Background: an optimization exercise with open tools, aiming at small area. Do not read the settings as production practice. Only simulation tests tie the RTL to the original design; equivalence was not proved.

== old ==
==> flow/design.v <==
package rv_isa_pkg;
  typedef enum logic [6:0] {
    OPC_OP     = 7'b0110011,
    OPC_OP_IMM = 7'b0010011,
    OPC_LUI    = 7'b0110111
  } opcode_e;
  localparam logic [2:0] F3_ADD_SUB = 3'b000;
  typedef enum logic [1:0] {
    ALU_ADD    = 2'b00,
    ALU_SUB    = 2'b01,
    ALU_PASS_B = 2'b10
  } alu_op_e;
  typedef struct packed {
    logic [6:0]            funct7;
    logic [5-1:0] rs2;
    logic [5-1:0] rs1;
    logic [2:0]            funct3;
    logic [5-1:0] rd;
    logic [6:0]            opcode;
  } instr_fields_t;
endpackage
package rv_pipe_pkg;
  typedef struct packed {
    logic                  valid;
    logic [5-1:0] rd;
    logic [1:0]            alu_op;   
    logic [32-1:0]      a;
    logic [32-1:0]      b;
  } id_ex_t;
  typedef struct packed {
    logic                  valid;
    logic [5-1:0] rd;
    logic [32-1:0]      data;
  } wb_t;
  localparam int ID_EX_W = 1 + 5 + 2 + 2 * 32;
  localparam int WB_W    = 1 + 5 + 32;
  typedef logic [ID_EX_W-1:0] id_ex_bits_t;
  typedef logic [WB_W-1:0]    wb_bits_t;
endpackage
module fetch_counter (
  input  logic [32-1:2] pc,
  output logic [32-1:2] pc_next
);
  assign pc_next = pc + 1'b1;
endmodule
module decode_stage
(
  input  logic [32-1:0]      instr,
  output logic [5-1:0] rd,
  output logic [1:0]            op      
);
  logic is_op;
  logic is_imm;
  logic is_lui;
  assign is_op  = (instr[6:0] == rv_isa_pkg::OPC_OP)     && (instr[14:12] == rv_isa_pkg::F3_ADD_SUB);
  assign is_imm = (instr[6:0] == rv_isa_pkg::OPC_OP_IMM) && (instr[14:12] == rv_isa_pkg::F3_ADD_SUB);
  assign is_lui = (instr[6:0] == rv_isa_pkg::OPC_LUI);
  assign rd = (is_op || is_imm || is_lui) ? instr[11:7] : '0;
  assign op = {is_op, is_op ? instr[30] : is_lui};
endmodule
module rf_aoi3 (
  input  logic [2:0] s,
  input  logic [2:0] d,
  output logic       y_n
);
  assign y_n = ~|(s & d);
endmodule
module rf_read_bit (
  input  logic [32-1:1] sel,
  input  logic [32-1:1] d,
  output logic [10:0]           g_n
);
  localparam int GROUPS = (32 - 1) / 3;   
  for (genvar g = 0; g < GROUPS; g++) begin : g_grp
    rf_aoi3 u_aoi (
      .s   (sel[3*g+1 +: 3]),
      .d   (d[3*g+1 +: 3]),
      .y_n (g_n[g])
    );
  end
  assign g_n[GROUPS] = ~(sel[32-1] & d[32-1]);
endmodule
module rf_decode (
  input  logic [5-1:0] idx,
  output logic [32-1:1] sel
);
  always_comb begin
    for (int i = 1; i < 32; i++) begin
      sel[i] = (idx == i);
    end
  end
endmodule
module register_file (
  input  logic [5-1:0]             idx,
  input  logic [(32-1)*32-1:0]   regs,
  output logic [11*32-1:0]               groups_n
);
  logic [32-1:1] sel;
  rf_decode u_dec (
    .idx (idx),
    .sel (sel)
  );
  for (genvar b = 0; b < 32; b++) begin : g_bit
    logic [32-1:1] column;
    for (genvar r = 1; r < 32; r++) begin : g_col
      assign column[r] = regs[(r-1)*32 + b];
    end
    rf_read_bit u_bit (
      .sel (sel),
      .d   (column),
      .g_n (groups_n[11*b +: 11])
    );
  end
endmodule
module rf_combine (
  input  logic [11*32-1:0] groups_n,
  output logic [32-1:0]    data
);
  always_comb begin
    for (int b = 0; b < 32; b++) begin
      data[b] = ~&groups_n[11*b +: 11];
    end
  end
endmodule
module execute_stage
(
  input  logic [1:0]            op,
  input  logic [19:0]           hi,
  input  logic [11*32-1:0]   rs1_groups_n,   
  input  logic [11*32-1:0]   rs2_groups_n,
  output logic [32-1:0]      result
);
  logic [32-1:0] rs1_data;
  logic [32-1:0] rs2_data;
  logic             sub;
  logic [32-1:0] a;
  logic [32-1:0] b;
  logic [32-1:0] g;
  logic [32-1:0] p;
  logic [32-1:0] gg;
  logic [32-1:0] pp;
  always_comb begin
    for (int i = 0; i < 32; i++) begin
      rs1_data[i] = ~&rs1_groups_n[11*i +: 11];
      rs2_data[i] = ~&rs2_groups_n[11*i +: 11];
    end
  end
  assign sub = op[1] & op[0];
  assign a   = (op == 2'b01) ? '0 : rs1_data;
  always_comb begin
    case (op)
      2'b00:   b = {{(32-12){hi[19]}}, hi[19:8]};
      2'b01:   b = {hi, 12'b0};
      2'b10:   b = rs2_data;
      default: b = ~rs2_data;
    endcase
  end
  assign p = a ^ b;
  always_comb begin
    g    = a & b;
    g[0] = g[0] | (p[0] & sub);
  end
  always_comb begin
    gg = g;
    pp = p;
    for (int l = 0; l < 5; l++) begin
      for (int i = 0; i < 32; i++) begin
        if (((i + 1) % (2 << l)) == 0) begin
          gg[i] = gg[i] | (pp[i] & gg[i - (1 << l)]);
          pp[i] = pp[i] & pp[i - (1 << l)];
        end
      end
    end
    for (int l = 3; l >= 0; l--) begin
      for (int i = 0; i < 32; i++) begin
        if (((i + 1) % (2 << l)) == (1 << l) && i >= (2 << l)) begin
          gg[i] = gg[i] | (pp[i] & gg[i - (1 << l)]);
          pp[i] = pp[i] & pp[i - (1 << l)];
        end
      end
    end
  end
  assign result = p ^ {gg[32-2:0], sub};
endmodule
module rv_core
(
  input  logic                  clk,
  input  logic                  rst_n,
  input  logic [32-1:0]      instr,
  output logic [32-1:0]      fetch_address,
  input  logic [5-1:0] dbg_sel,
  output logic [32-1:0]      dbg_data,
  output logic [rv_pipe_pkg::WB_W-1:0]       wb
);
  logic [32-1:2]      pc_q;
  logic [32-1:2]      pc_next;
  logic [5-1:0] rd_d;
  logic [1:0]            op_d;
  logic [5-1:0] rd_1;
  logic [1:0]            op_1;
  logic [19:0]           hi_1;
  logic [5-1:0] rd_2;
  logic [1:0]            op_2;
  logic [19:0]           hi_2;
  logic [(32-1)*32-1:0] regs_q;   
  logic [32-1:0]      wr_val;
  logic [11*32-1:0]   rs1_groups_n;
  logic [11*32-1:0]   rs2_groups_n;
  logic [11*32-1:0]   dbg_groups_n;
  logic [32-1:0]      result;
  logic [5-1:0] wb_rd_q;
  logic [32-1:0]      wb_data_q;
  fetch_counter u_fetch (
    .pc      (pc_q),
    .pc_next (pc_next)
  );
  always_ff @(posedge clk) begin
    if (!rst_n) begin
      pc_q <= '0;
    end else begin
      pc_q <= pc_next;
    end
  end
  assign fetch_address = {pc_q, 2'b00};
  decode_stage u_decode (
    .instr (instr),
    .rd    (rd_d),
    .op    (op_d)
  );
  always_ff @(posedge clk) begin
    rd_1 <= rst_n ? rd_d : '0;
    op_1 <= op_d;
    hi_1 <= instr[31:12];
    rd_2 <= rst_n ? rd_1 : '0;
    op_2 <= op_1;
    hi_2 <= hi_1;
  end
  register_file u_rs1 (
    .idx  (hi_2[7:3]),
    .regs (regs_q),
    .groups_n (rs1_groups_n)
  );
  register_file u_rs2 (
    .idx  (hi_2[12:8]),
    .regs (regs_q),
    .groups_n (rs2_groups_n)
  );
  register_file u_dbg (
    .idx  (dbg_sel),
    .regs (regs_q),
    .groups_n (dbg_groups_n)
  );
  rf_combine u_dbg_combine (
    .groups_n (dbg_groups_n),
    .data     (dbg_data)
  );
  execute_stage u_execute (
    .op       (op_2),
    .hi       (hi_2),
    .rs1_groups_n (rs1_groups_n),
    .rs2_groups_n (rs2_groups_n),
    .result   (result)
  );
  assign wr_val = rst_n ? result : '0;
  always_ff @(posedge clk) begin
    for (int i = 1; i < 32; i++) begin
      if (!rst_n || rd_2 == i) begin
        regs_q[(i-1)*32 +: 32] <= wr_val;
      end
    end
  end
  always_ff @(posedge clk) begin
    wb_rd_q   <= rst_n ? rd_2 : '0;
    wb_data_q <= result;
  end
  assign wb = {wb_rd_q != '0, wb_rd_q, wb_data_q};
endmodule
Settings: LEC_CHECK=0, CAP_MARGIN=20, CORE_MARGIN=2, CORE_UTILIZATION=57, SLEW_MARGIN=20, SYNTH_HIERARCHICAL=1, SYNTH_MINIMUM_KEEP_SIZE=0; clock period 7.0 ns.
standard.sh (not shown) runs the stock make flow with config.mk's settings and CLKGATE_MAP_FILE= SYNTH_SCRIPT=/design/flow/synth_recipe.tcl, a recipe that flattens the netlist after the stock synthesis.
==> flow/flow/run.sh <==
#!/bin/bash
# The standard layout, with three changes to how it is made:
#  - the port buffers are sky130_fd_sc_hd__buf_1 instead of the default pick
#  - clock tree synthesis inserts no dummy loads
#  - global routing reserves more of met1/met2 (flow/fastroute.tcl), moving
#    wires up to met3-met5 so that detailed routing converges
# Each ORFS step still writes its own log under orfs/logs/; make's output goes
# to standard_make.log here.
set -euo pipefail
cd "$(dirname "$0")/.."
export BUFFER_PORTS_ARGS="-buffer_cell sky130_fd_sc_hd__buf_1"
export CTS_ARGS="-sink_clustering_enable -repair_clock_nets -sink_clustering_size 24 -sink_clustering_max_diameter 100 -buf_list sky130_fd_sc_hd__clkbuf_16 -dont_use_dummy_load"
export FASTROUTE_TCL="$PWD/flow/fastroute.tcl"
bash standard.sh > standard_make.log 2>&1
==> flow/flow/fastroute.tcl <==
set_global_routing_layer_adjustment met1 0.65
set_global_routing_layer_adjustment met2 0.5
set_global_routing_layer_adjustment met3 0.25
set_global_routing_layer_adjustment met4 0.25
set_global_routing_layer_adjustment met5 0.25
set_routing_layers -clock met3-met5
set_routing_layers -signal met1-met5
old: aborted in global routing (tool error)
Edits applied to the flow inputs when going from old to new:
Settings: CORE_UTILIZATION changed from 57 to 48.
==> flow/flow/fastroute.tcl <==
set_global_routing_layer_adjustment met1 0.5
set_global_routing_layer_adjustment met2 0.4
set_global_routing_layer_adjustment met3 0.2
set_global_routing_layer_adjustment met4 0.2
set_global_routing_layer_adjustment met5 0.2
set_routing_layers -clock met3-met5
set_routing_layers -signal met1-met5
### Flow results
Going from old to new, minimum setup slack after placement grew by 0.035 ns; weighted congestion at the end of routability-driven global placement shrank by about 5%; horizontal die dimension grew by 26 um.
Every stage of the flow completed for new, and the final layout passed the timing, DRC and antenna checks.

========
RTL: the design.v shown in full above, as it stands there.
export LEC_CHECK = 0
export CAP_MARGIN = 20
export CORE_MARGIN = 2
export CORE_UTILIZATION = 62
export SLEW_MARGIN = 20
export SYNTH_HIERARCHICAL = 1
export SYNTH_MINIMUM_KEEP_SIZE = 0
create_clock -name core_clock -period 7.0 [get_ports {clk}]
==> flow/flow/fastroute.tcl <==
set_global_routing_layer_adjustment met1 0.75
set_global_routing_layer_adjustment met2 0.55
set_global_routing_layer_adjustment met3 0.3
set_global_routing_layer_adjustment met4 0.3
set_global_routing_layer_adjustment met5 0.3
set_routing_layers -clock met3-met5
set_routing_layers -signal met1-met5
Scripts as last shown in full above: flow/flow/run.sh
The starting point ended with an error in global routing (5_1_grt) (GRT-0116).
==> next run, changes <==
- CORE_UTILIZATION: 62 -> 50
Result: The changed run failed in global routing (5_1_grt) on GRT-0116; area after synthesis stays the same; synthesized cell count stays the same.

[static timing again, ports no longer ideal]
How much do the figures lean on ideal ports? The routed layout below was timed once more, with nothing changed but the port constraints.
Step 1 assumes that a clkbuf_16 drives the clock port and a buf_2 every other input.
Step 2 also shifts input and output timing later by t, the mid clock arrival at the registers, as if the neighbouring blocks saw the same clock.
Slacks: ideal ports / drivers / drivers and shift; pairs: ideal ports / drivers.
run: new
t (ns): 0.778
slack for setup (ns): 0.281 / 0.281 / 0.281
worst setup path after step 2: register to register
latest minus earliest clock arrival (ns): 0.052 / 0.052
pins driven straight from the clock port: 1
After both steps setup and hold are still met in new. For new, drivers alone change the setup slack by 0.000 ns; drivers and shift together by 0.000 ns.
